Background: an optimization exercise with open tools, aiming at small area, a short achievable clock period and few clock cycles per item. Do not read the settings as production practice. The RTL was checked by simulation tests, not by an equivalence proof against the original design. Power is estimated from default activity; no workload was simulated.

## oak
// load_balancer
module load_balancer (
    input  logic                  aclk,
    input  logic                  aresetn,
    input  logic                  meta_in_valid,
    output logic                  meta_in_ready,
    input  lb_pkg::meta_t         meta_in_data,
    input  lb_pkg::region_stats_t region_stats,
    output logic                  proxy_valid,
    input  logic                  proxy_ready,
    output lb_pkg::meta_t         proxy_meta,
    output lb_pkg::region_idx_t   lb_ctrl
);
For scale: about 3000 cells after synthesis, roughly 1700 flip-flops, about 280 I/O pins.
Settings: LEC_CHECK=0, ABC_CLOCK_PERIOD_IN_PS=2200, CAP_MARGIN=20, CORE_MARGIN=2, CORE_UTILIZATION=50, PLACE_DENSITY=0.65, SETUP_SLACK_MARGIN=2.8, SLEW_MARGIN=20; clock period 5.0 ns.
run.sh (not shown) runs the stock make flow with config.mk's settings and CLKGATE_MAP_FILE= SYNTH_SCRIPT=/design/flow/synth_recipe.tcl, a recipe that flattens the netlist after the stock synthesis.
Testbench counts of oak, summed over its fixed seeds: cycles 3,216, items 3,200.
Modified inputs, pine compared to oak
Settings: CTS_CLUSTER_SIZE now 30, previously not set; CTS_CLUSTER_DIAMETER now 100, previously not set.
==> flow/flow/run.sh (new file) <==
#!/bin/bash
# the standard layout, with two changes:
# - port buffers are plain buffers rather than the delay cells buffer_ports picks
# - before resizing, each output register is placed next to its port buffer
set -e
here=$(pwd)
export BUFFER_PORTS_ARGS="-buffer_cell sky130_fd_sc_hd__buf_1"
export PRE_RESIZE_TCL="$here/flow/move_out_ffs.tcl"
bash standard.sh > standard.log 2>&1
==> flow/flow/move_out_ffs.tcl (new file) <==
# PRE_RESIZE hook: put each flip-flop that drives an output port buffer next
# to that buffer, so the register-to-output paths use short wires; detailed
# placement legalizes the moved cells afterwards
set block [ord::get_db_block]
set core [$block getCoreArea]
set cx0 [$core xMin]; set cy0 [$core yMin]; set cx1 [$core xMax]; set cy1 [$core yMax]
set step 8000
set moved 0
foreach bt [$block getBTerms] {
  if {[$bt getIoType] != "OUTPUT"} { continue }
  set net [$bt getNet]
  if {$net == "NULL"} { continue }
  set buf ""
  foreach it [$net getITerms] { if {[$it isOutputSignal]} { set buf [$it getInst] } }
  if {$buf == ""} { continue }
  set n2 ""
  foreach it [$buf getITerms] { if {[$it isInputSignal]} { set n2 [$it getNet] } }
  if {$n2 == "" || $n2 == "NULL"} { continue }
  set ff ""
  foreach it [$n2 getITerms] { if {[$it isOutputSignal]} { set ff [$it getInst] } }
  if {$ff == ""} { continue }
  if {![[$ff getMaster] isSequential]} { continue }
  # only a flop whose output feeds this buffer alone
  if {[llength [$n2 getITerms]] != 2} { continue }
  lassign [$buf getLocation] bx by
  set bb [$bt getBBox]
  set px [$bb xMin]; set py [$bb yMin]
  # step from the buffer away from the pin, into the core
  set dx 0; set dy 0
  if {$px <= $cx0} { set dx $step } elseif {$px >= $cx1} { set dx -$step } elseif {$py <= $cy0} { set dy $step } else { set dy -$step }
  set x [expr {$bx + $dx}]; set y [expr {$by + $dy}]
  set x [expr {max($cx0, min($x, $cx1 - 20000))}]
  set y [expr {max($cy0, min($y, $cy1 - 3000))}]
  $ff setLocation $x $y
  incr moved
}
puts "move_out_ffs: moved $moved output flip-flops next to their port buffers"
==> flow/standard.sh (new file) <==
#!/bin/bash
# synth_recipe.tcl (not shown) runs the flow's synth.tcl, then flattens the netlist and writes it again
# the make line also repeats each setting of config.mk as NAME=value (left out here)
make -C /OpenROAD-flow-scripts/flow DESIGN_CONFIG=/design/flow/config.mk WORK_HOME=/design/flow/orfs CLKGATE_MAP_FILE= SYNTH_SCRIPT=/design/flow/synth_recipe.tcl "${@:-finish}"
removed: flow/run.sh
==> run summary <==
- Run comparison: oak worst setup path startpoint dispatch_ctrl_i.proxy_meta[96]; pine worst setup path startpoint dispatch_ctrl_i.proxy_meta[12]
- proxy_meta[12] as the capture point of the worst path was reported by pine, and proxy_meta[96] by oak.
- Compared with oak, in pine power dissipated by switching net loads lost about 15%, worst hold margin now larger.
- Per the comparison of pine with oak, fraction of power spent switching nets higher, utilization after layout lower, design area lower, least setup slack across all paths after layout higher.
Input-level comparison between birch and pine:
Settings: removing CTS_CLUSTER_SIZE (formerly 30); changing ABC_CLOCK_PERIOD_IN_PS from 2200 to 2500; removing CTS_CLUSTER_DIAMETER (formerly 100); changing SETUP_SLACK_MARGIN from 2.8 to 2.5.
==> flow/run.sh (new file) <==
#!/bin/bash
# synth_recipe.tcl (not shown) runs the flow's synth.tcl, then flattens the netlist and writes it again
# the make line also repeats each setting of config.mk as NAME=value (left out here)
make -C /OpenROAD-flow-scripts/flow DESIGN_CONFIG=/design/flow/config.mk WORK_HOME=/design/flow/orfs CLKGATE_MAP_FILE= SYNTH_SCRIPT=/design/flow/synth_recipe.tcl finish
removed: flow/flow/run.sh
removed: flow/flow/move_out_ffs.tcl
removed: flow/standard.sh
birch completed every stage of the flow, and the final layout passed the timing, design-rule and antenna checks.
pine has a higher global-route usage than birch.
Summary of birch over pine: final critical path time including I/O delays and setup up 0.15 ns; fmax down 6.1%; clock share of power up 14 points; period utilization up 3.0 points.
Cmp birch and pine / count of antenna diodes in the layout / lower: birch
Routed wire in birch totals less than in pine.
Total power of the final layout in birch is 23% higher than in pine
Comparing birch and pine, the higher cell area was measured on birch.
Register-to-register slack: birch vs pine down 0.12 ns

* * *

## the reference run
load_balancer, a different RTL version from the one above (not shown whole).
For scale: roughly 3,000 cells after synthesis.
Settings: LEC_CHECK=0, ABC_CLOCK_PERIOD_IN_PS=2000, CAP_MARGIN=20, CORE_MARGIN=2, CORE_UTILIZATION=40, PLACE_DENSITY=0.6, SETUP_SLACK_MARGIN=3.0, SLEW_MARGIN=20; clock period 5.0 ns.
Stock flow here: none of the scripts above is used.
Testbench counts of the reference run, summed over its fixed seeds: cycles 3,216, items 3,200.
Edits applied to the flow inputs when going from the reference run to the trial run:
-- flow/config.mk --
<<< the reference run, line 7
export LEC_CHECK = 0
export ABC_CLOCK_PERIOD_IN_PS = 2000
export CAP_MARGIN = 20
>>> the trial run, line 7
export LEC_CHECK = 0
export CAP_MARGIN = 20
<<< the reference run, line 12
export PLACE_DENSITY = 0.6
export SETUP_SLACK_MARGIN = 3.0
export SLEW_MARGIN = 20
>>> the trial run, line 11
export PLACE_DENSITY = 0.6
export SLEW_MARGIN = 20
Results
What the reference run reported for maximum frequency has to be multiplied by 0.825 to get the figure for the trial run. Clock period minus worst slack for the trial run: 0.69 ns up relative to the reference run. The trial run vs. the reference run: fraction of area in multi-input gates decreased 0.43 points; data required time at the worst endpoint decreased 0.05 ns.

* * *

Setup of JK:
The RTL this note starts from:
==> flow/design.v <==
`timescale 1ns/100ps
package lb_pkg;
    localparam int N_REGIONS = 4;
    localparam int REGION_IDX_BITS = 2;
    localparam int N_LAYERS = REGION_IDX_BITS;
    localparam int N_PAIRS = N_REGIONS / 2;
    localparam int LAYER_BITS = (N_LAYERS > 1) ? $clog2(N_LAYERS) : 1;
    localparam logic [LAYER_BITS-1:0] LAST_LAYER = LAYER_BITS'(N_LAYERS - 1);
    localparam int QDEPTH = 16;
    localparam int QPTR_BITS = $clog2(QDEPTH);
    localparam int QCNT_BITS = $clog2(QDEPTH + 1);
    localparam logic [QCNT_BITS-1:0] Q_FULL_CNT = QCNT_BITS'(QDEPTH);
    localparam int LOAD_BITS = 4;
    localparam int OID_BITS = 16;
    localparam int META_BITS = 98;
    localparam int META_OID_LSB = 0;
    typedef logic [META_BITS-1:0] meta_t;
    typedef logic [OID_BITS-1:0] oid_t;
    typedef logic [LOAD_BITS-1:0] load_t;
    typedef logic [REGION_IDX_BITS-1:0] region_idx_t;
    typedef struct packed {
        oid_t  oid;
        load_t load;
    } region_stat_t;
    localparam int STAT_BITS = OID_BITS + LOAD_BITS;
    typedef logic [N_REGIONS*STAT_BITS-1:0] region_stats_t;
endpackage
`timescale 1ns/100ps
module meta_fifo (
    input  logic                aclk,
    input  logic                aresetn,
    input  logic                in_valid,
    output logic                in_ready,
    input  lb_pkg::meta_t       in_meta,
    input  lb_pkg::region_idx_t late_lb,
    output logic                head_valid,
    output lb_pkg::meta_t       head_meta,
    output lb_pkg::region_idx_t head_lb,
    input  logic                pop
);
    localparam int NE = lb_pkg::QDEPTH - 1;
    lb_pkg::meta_t       mem [NE];
    lb_pkg::region_idx_t lbm [NE];
    logic [NE-1:0] wr_en;
    logic [NE-1:0] rd_oh;
    logic [NE-1:0] lb_en;
    logic          pushed;
    logic [3:0]    count;
    logic          full;
    logic push_fire;
    logic pop_fire;
    logic full_nx;
    logic up;
    logic dn;
    logic [3:0] count_inc;
    logic [3:0] count_dec;
    logic       count_14;
    assign in_ready   = !full;
    assign head_valid = (count != 4'd0);
    assign push_fire = in_valid && !full;
    assign pop_fire  = pop && head_valid;
    assign up        = push_fire && !pop_fire;
    assign dn        = pop_fire && !push_fire;
    assign count_inc = count + 4'd1;
    assign count_dec = count - 4'd1;
    assign count_14  = (count == 4'(NE - 1));
    always_comb begin
        if (full) full_nx = !pop_fire;
        else      full_nx = count_14 && up;
    end
    assign lb_en = !pushed ? '0
                 : full    ? {rd_oh[0], rd_oh[NE-1:1]}
                 :           {wr_en[0], wr_en[NE-1:1]};
    always_ff @(posedge aclk) begin
        if (!aresetn) begin
            wr_en <= NE'(1);
            rd_oh <= NE'(1);
            pushed <= 1'b0;
            count  <= '0;
            full  <= 1'b0;
        end else begin
            if (full_nx)                wr_en <= '0;
            else if (full && pop_fire)  wr_en <= rd_oh;
            else if (push_fire)         wr_en <= {wr_en[NE-2:0], wr_en[NE-1]};
            if (pop_fire) rd_oh <= {rd_oh[NE-2:0], rd_oh[NE-1]};
            pushed <= push_fire;
            if (up)      count <= count_inc;
            else if (dn) count <= count_dec;
            full <= full_nx;
        end
    end
    always_ff @(posedge aclk) begin
        for (int i = 0; i < NE; i++) begin
            if (wr_en[i]) mem[i] <= in_meta;
            if (lb_en[i]) lbm[i] <= late_lb;
        end
    end
    always_comb begin
        head_meta = '0;
        head_lb   = '0;
        for (int i = 0; i < NE; i++) begin
            head_meta = head_meta | (in_meta & '0) | ({lb_pkg::META_BITS{rd_oh[i]}} & mem[i]);
        end
        if (|(rd_oh & lb_en)) begin
            head_lb = late_lb;
        end else begin
            for (int i = 0; i < NE; i++) begin
                head_lb = head_lb | ({lb_pkg::REGION_IDX_BITS{rd_oh[i]}} & lbm[i]);
            end
        end
    end
endmodule
`timescale 1ns/100ps
module least_load_tree (
    input  logic                  aclk,
    input  lb_pkg::region_stats_t region_stats,
    input  lb_pkg::oid_t          req_oid,
    output lb_pkg::region_idx_t   winner
);
    lb_pkg::load_t ld [lb_pkg::N_REGIONS];
    logic          om [lb_pkg::N_REGIONS];
    always_comb begin
        for (int i = 0; i < lb_pkg::N_REGIONS; i++) begin
            ld[i] = region_stats[i*lb_pkg::STAT_BITS +: lb_pkg::LOAD_BITS];
            om[i] = (region_stats[i*lb_pkg::STAT_BITS + lb_pkg::LOAD_BITS +: lb_pkg::OID_BITS]
                     == req_oid);
        end
    end
    function automatic logic beats(input lb_pkg::load_t a, input lb_pkg::load_t b,
                                   input logic m);
        logic lt;
        logic eq;
        lt = 1'b0;
        eq = 1'b1;
        for (int k = lb_pkg::LOAD_BITS - 1; k >= 0; k--) begin
            lt = lt | (eq & ~a[k] & b[k]);
            eq = eq & ~(a[k] ^ b[k]);
        end
        beats = lt | (eq & m);
    endfunction
    logic w01_q, w23_q;
    logic f02_q, f03_q, f12_q, f13_q;
    logic wf;
    always_ff @(posedge aclk) begin
        w01_q <= beats(ld[0], ld[1], om[0]);
        w23_q <= beats(ld[2], ld[3], om[2]);
        f02_q <= beats(ld[0], ld[2], om[0]);
        f03_q <= beats(ld[0], ld[3], om[0]);
        f12_q <= beats(ld[1], ld[2], om[1]);
        f13_q <= beats(ld[1], ld[3], om[1]);
    end
    always_comb begin
        case ({w01_q, w23_q})
            2'b11:   wf = f02_q;
            2'b10:   wf = f03_q;
            2'b01:   wf = f12_q;
            default: wf = f13_q;
        endcase
    end
    assign winner = wf ? {1'b0, ~w01_q} : {1'b1, ~w23_q};
endmodule
`timescale 1ns/100ps
module dispatch_ctrl (
    input  logic                aclk,
    input  logic                aresetn,
    input  logic                head_valid,
    input  lb_pkg::meta_t       head_meta,
    input  lb_pkg::region_idx_t head_lb,
    output logic                pop,
    output logic                proxy_valid,
    input  logic                proxy_ready,
    output lb_pkg::meta_t       proxy_meta,
    output lb_pkg::region_idx_t lb_ctrl
);
    assign pop = head_valid && (!proxy_valid || proxy_ready);
    always_ff @(posedge aclk) begin
        if (!aresetn) begin
            proxy_valid <= 1'b0;
        end else if (!proxy_valid || proxy_ready) begin
            proxy_valid <= head_valid;
        end
    end
    always_ff @(posedge aclk) begin
        if (pop) begin
            proxy_meta <= head_meta;
            lb_ctrl    <= head_lb;
        end
    end
endmodule
`timescale 1ns/100ps
module load_balancer (
    input  logic                  aclk,
    input  logic                  aresetn,
    input  logic                  meta_in_valid,
    output logic                  meta_in_ready,
    input  lb_pkg::meta_t         meta_in_data,
    input  lb_pkg::region_stats_t region_stats,
    output logic                  proxy_valid,
    input  logic                  proxy_ready,
    output lb_pkg::meta_t         proxy_meta,
    output lb_pkg::region_idx_t   lb_ctrl
);
    lb_pkg::region_idx_t late_lb;
    logic                head_valid;
    lb_pkg::meta_t       head_meta;
    lb_pkg::region_idx_t head_lb;
    logic                pop;
    least_load_tree least_load_tree_i (
        .aclk         (aclk),
        .region_stats (region_stats),
        .req_oid      (meta_in_data[lb_pkg::META_OID_LSB +: lb_pkg::OID_BITS]),
        .winner       (late_lb)
    );
    meta_fifo meta_fifo_i (
        .aclk       (aclk),
        .aresetn    (aresetn),
        .in_valid   (meta_in_valid),
        .in_ready   (meta_in_ready),
        .in_meta    (meta_in_data),
        .late_lb    (late_lb),
        .head_valid (head_valid),
        .head_meta  (head_meta),
        .head_lb    (head_lb),
        .pop        (pop)
    );
    dispatch_ctrl dispatch_ctrl_i (
        .aclk        (aclk),
        .aresetn     (aresetn),
        .head_valid  (head_valid),
        .head_meta   (head_meta),
        .head_lb     (head_lb),
        .pop         (pop),
        .proxy_valid (proxy_valid),
        .proxy_ready (proxy_ready),
        .proxy_meta  (proxy_meta),
        .lb_ctrl     (lb_ctrl)
    );
endmodule
export LEC_CHECK = 0
export ABC_CLOCK_PERIOD_IN_PS = 4000
export CAP_MARGIN = 20
export CORE_MARGIN = 2
export CORE_UTILIZATION = 65
export CTS_CLUSTER_DIAMETER = 100
export CTS_CLUSTER_SIZE = 30
export PLACE_DENSITY = 0.75
export SETUP_SLACK_MARGIN = 2.8
export SLEW_MARGIN = 20
create_clock -name core_clock -period 5.0 [get_ports {aclk}]
standard.sh (not shown) runs the stock make flow with config.mk's settings and CLKGATE_MAP_FILE= SYNTH_SCRIPT=/design/flow/synth_recipe.tcl, a recipe that flattens the netlist after the stock synthesis.
==> flow/flow/run.sh <==
#!/bin/bash
# the standard layout, with two changes:
# - port buffers are plain buffers rather than the delay cells buffer_ports picks
# - before resizing, each output register is placed next to its port buffer
set -e
here=$(pwd)
export BUFFER_PORTS_ARGS="-buffer_cell sky130_fd_sc_hd__buf_1"
export PRE_RESIZE_TCL="$here/flow/move_out_ffs.tcl"
bash standard.sh > standard.log 2>&1
==> flow/flow/move_out_ffs.tcl <==
# PRE_RESIZE hook: put each flip-flop that drives an output port buffer next
# to that buffer, so the register-to-output paths use short wires; detailed
# placement legalizes the moved cells afterwards
set block [ord::get_db_block]
set core [$block getCoreArea]
set cx0 [$core xMin]; set cy0 [$core yMin]; set cx1 [$core xMax]; set cy1 [$core yMax]
set step 8000
set moved 0
foreach bt [$block getBTerms] {
  if {[$bt getIoType] != "OUTPUT"} { continue }
  set net [$bt getNet]
  if {$net == "NULL"} { continue }
  set buf ""
  foreach it [$net getITerms] { if {[$it isOutputSignal]} { set buf [$it getInst] } }
  if {$buf == ""} { continue }
  set n2 ""
  foreach it [$buf getITerms] { if {[$it isInputSignal]} { set n2 [$it getNet] } }
  if {$n2 == "" || $n2 == "NULL"} { continue }
  set ff ""
  foreach it [$n2 getITerms] { if {[$it isOutputSignal]} { set ff [$it getInst] } }
  if {$ff == ""} { continue }
  if {![[$ff getMaster] isSequential]} { continue }
  # only a flop whose output feeds this buffer alone
  if {[llength [$n2 getITerms]] != 2} { continue }
  lassign [$buf getLocation] bx by
  set bb [$bt getBBox]
  set px [$bb xMin]; set py [$bb yMin]
  # step from the buffer away from the pin, into the core
  set dx 0; set dy 0
  if {$px <= $cx0} { set dx $step } elseif {$px >= $cx1} { set dx -$step } elseif {$py <= $cy0} { set dy $step } else { set dy -$step }
  set x [expr {$bx + $dx}]; set y [expr {$by + $dy}]
  set x [expr {max($cx0, min($x, $cx1 - 20000))}]
  set y [expr {max($cy0, min($y, $cy1 - 3000))}]
  $ff setLocation $x $y
  incr moved
}
puts "move_out_ffs: moved $moved output flip-flops next to their port buffers"
Testbench counts of JK, summed over its fixed seeds: cycles 3,216, items 3,200.
--- input diff JK..MS ---
Settings: changing ABC_CLOCK_PERIOD_IN_PS from 4000 to 2200; setting ABC_AREA to 1 for the first time.
Notes after the runs:
- MS finished end to end and its layout was clean on timing, DRC and antenna.
- Between MS and JK, the sequential cell count does not differ in any meaningful way.
- The critical path depth of MS is higher than that of JK.
- Note that the power recorded for MS amounts to 1.3 times the value seen in JK.
- | sequential share of layout area | lower: MS |
- Share of power burned in the clock network: MS lower than JK
- Wire length of the first global-routing pass essentially unchanged between JK and MS.
- MS vs. JK: maximum number of pins on one net before global-route repair decreased 3; placed instance area went up 1800 sq um.
The following lists how AL was set up differently from MS:
Settings: a deleted ABC_AREA that had been 1.
--- a/flow/flow/move_out_ffs.tcl
+++ b/flow/flow/move_out_ffs.tcl
@@ -7 +7 @@
-set step 8000
+set step 4000
[summary]
The final layouts of MS and AL pass the timing, design-rule and antenna checks. MS → AL: area of the die shrank by 2900 sq um, combinational cell fraction of total power shrank by 15 points, die extent in y shrank by 4.7 um. Lower post-route core utilization was reported by MS, not AL. On overall power: between MS and AL, it ends up lower for AL. AL: count of clock-net buffers in the final layout higher than MS.
For TR, these inputs were changed with respect to AL:
Settings: PLACE_DENSITY now 0.8, was 0.75; SETUP_SLACK_MARGIN now 3.0, was 2.8; CORE_UTILIZATION now 70, was 65.
--- a/flow/flow/move_out_ffs.tcl
+++ b/flow/flow/move_out_ffs.tcl
@@ -7 +7 @@
-set step 4000
+set step 8000
==> comparison <==
TR ran to completion and came out clean on the timing, design-rule and antenna checks.
Worst-case setup margin in the final layout: AL and TR compared, higher one is AL
The core outline area in TR sits 7.2% below the value recorded for AL.
The standard cells in TR occupy more silicon area than those in AL do.
Of AL and TR, AL shows the lower detailed-route via count, with TR above it.
> inputs changed (TR -> PW)
Settings: SETUP_SLACK_MARGIN changed from 3.0 to 2.8; CORE_UTILIZATION changed from 70 to 50; PLACE_DENSITY changed from 0.8 to 0.65.
==> comparison <==
Compare TR and PW | relative slew slack higher: PW
Taking TR as the reference, in PW non-clock buffer count lower; area of placed instances higher.
PW: first-pass GRT wire length about 3% above TR
TR → PW: internal portion of total power fell about 0.56%, multi-input combinational cell area lost about 1.7%, final standard cell utilization of the core shows a reduction of 22 points, post-cts repair resize count fell by 52%, number of tap cells added at floorplan has increased.

==> what the ideal ports hide <==
In the flow no input, the clock included, has a driving cell. The finished layouts below were timed again as built, in two steps.
Step 1 (the two cells are an assumption about what drives the block):
set clk [get_ports {aclk}]
set_driving_cell -lib_cell sky130_fd_sc_hd__clkbuf_16 $clk
set_driving_cell -lib_cell sky130_fd_sc_hd__buf_2 [delete_from_list [all_inputs] $clk]
Step 2 moves the port delays by t, midway between the first and last clock arrival at a register: inputs arrive t later, outputs are due t later. That takes back most of the time a late clock gives input paths.
Three values: no drivers, after step 1, after step 2; two values: the first two.
run | t (ns) | slack for setup (ns) | worst register clock-pin slew, ns
oak | 0.832 | 2.549 / 2.471 / 1.974 | 0.06 / 0.06
pine | 0.797 | 2.690 / 2.609 / 2.001 | 0.12 / 0.12
birch | 0.820 | 2.541 / 2.461 / 1.886 | 0.07 / 0.07
the reference run | 0.905 | 1.758 / 1.825 / 0.920 | 0.08 / 0.08
the trial run | 0.861 | 1.068 / 1.127 / 0.265 | 0.06 / 0.06
JK | 0.758 | 2.714 / 2.640 / 2.110 | 0.12 / 0.12
MS | 0.756 | 2.672 / 2.599 / 2.166 | 0.11 / 0.11
AL | 0.764 | 2.701 / 2.629 / 2.079 | 0.11 / 0.11
TR | 0.753 | 2.560 / 2.519 / 1.766 | 0.12 / 0.12
PW | 0.786 | 2.583 / 2.507 / 2.020 | 0.12 / 0.12
After both steps setup and hold are still met in every run listed. The setup slack of the reference run, which loses most, moves by +0.067 ns with the drivers and by -0.838 ns with both steps.
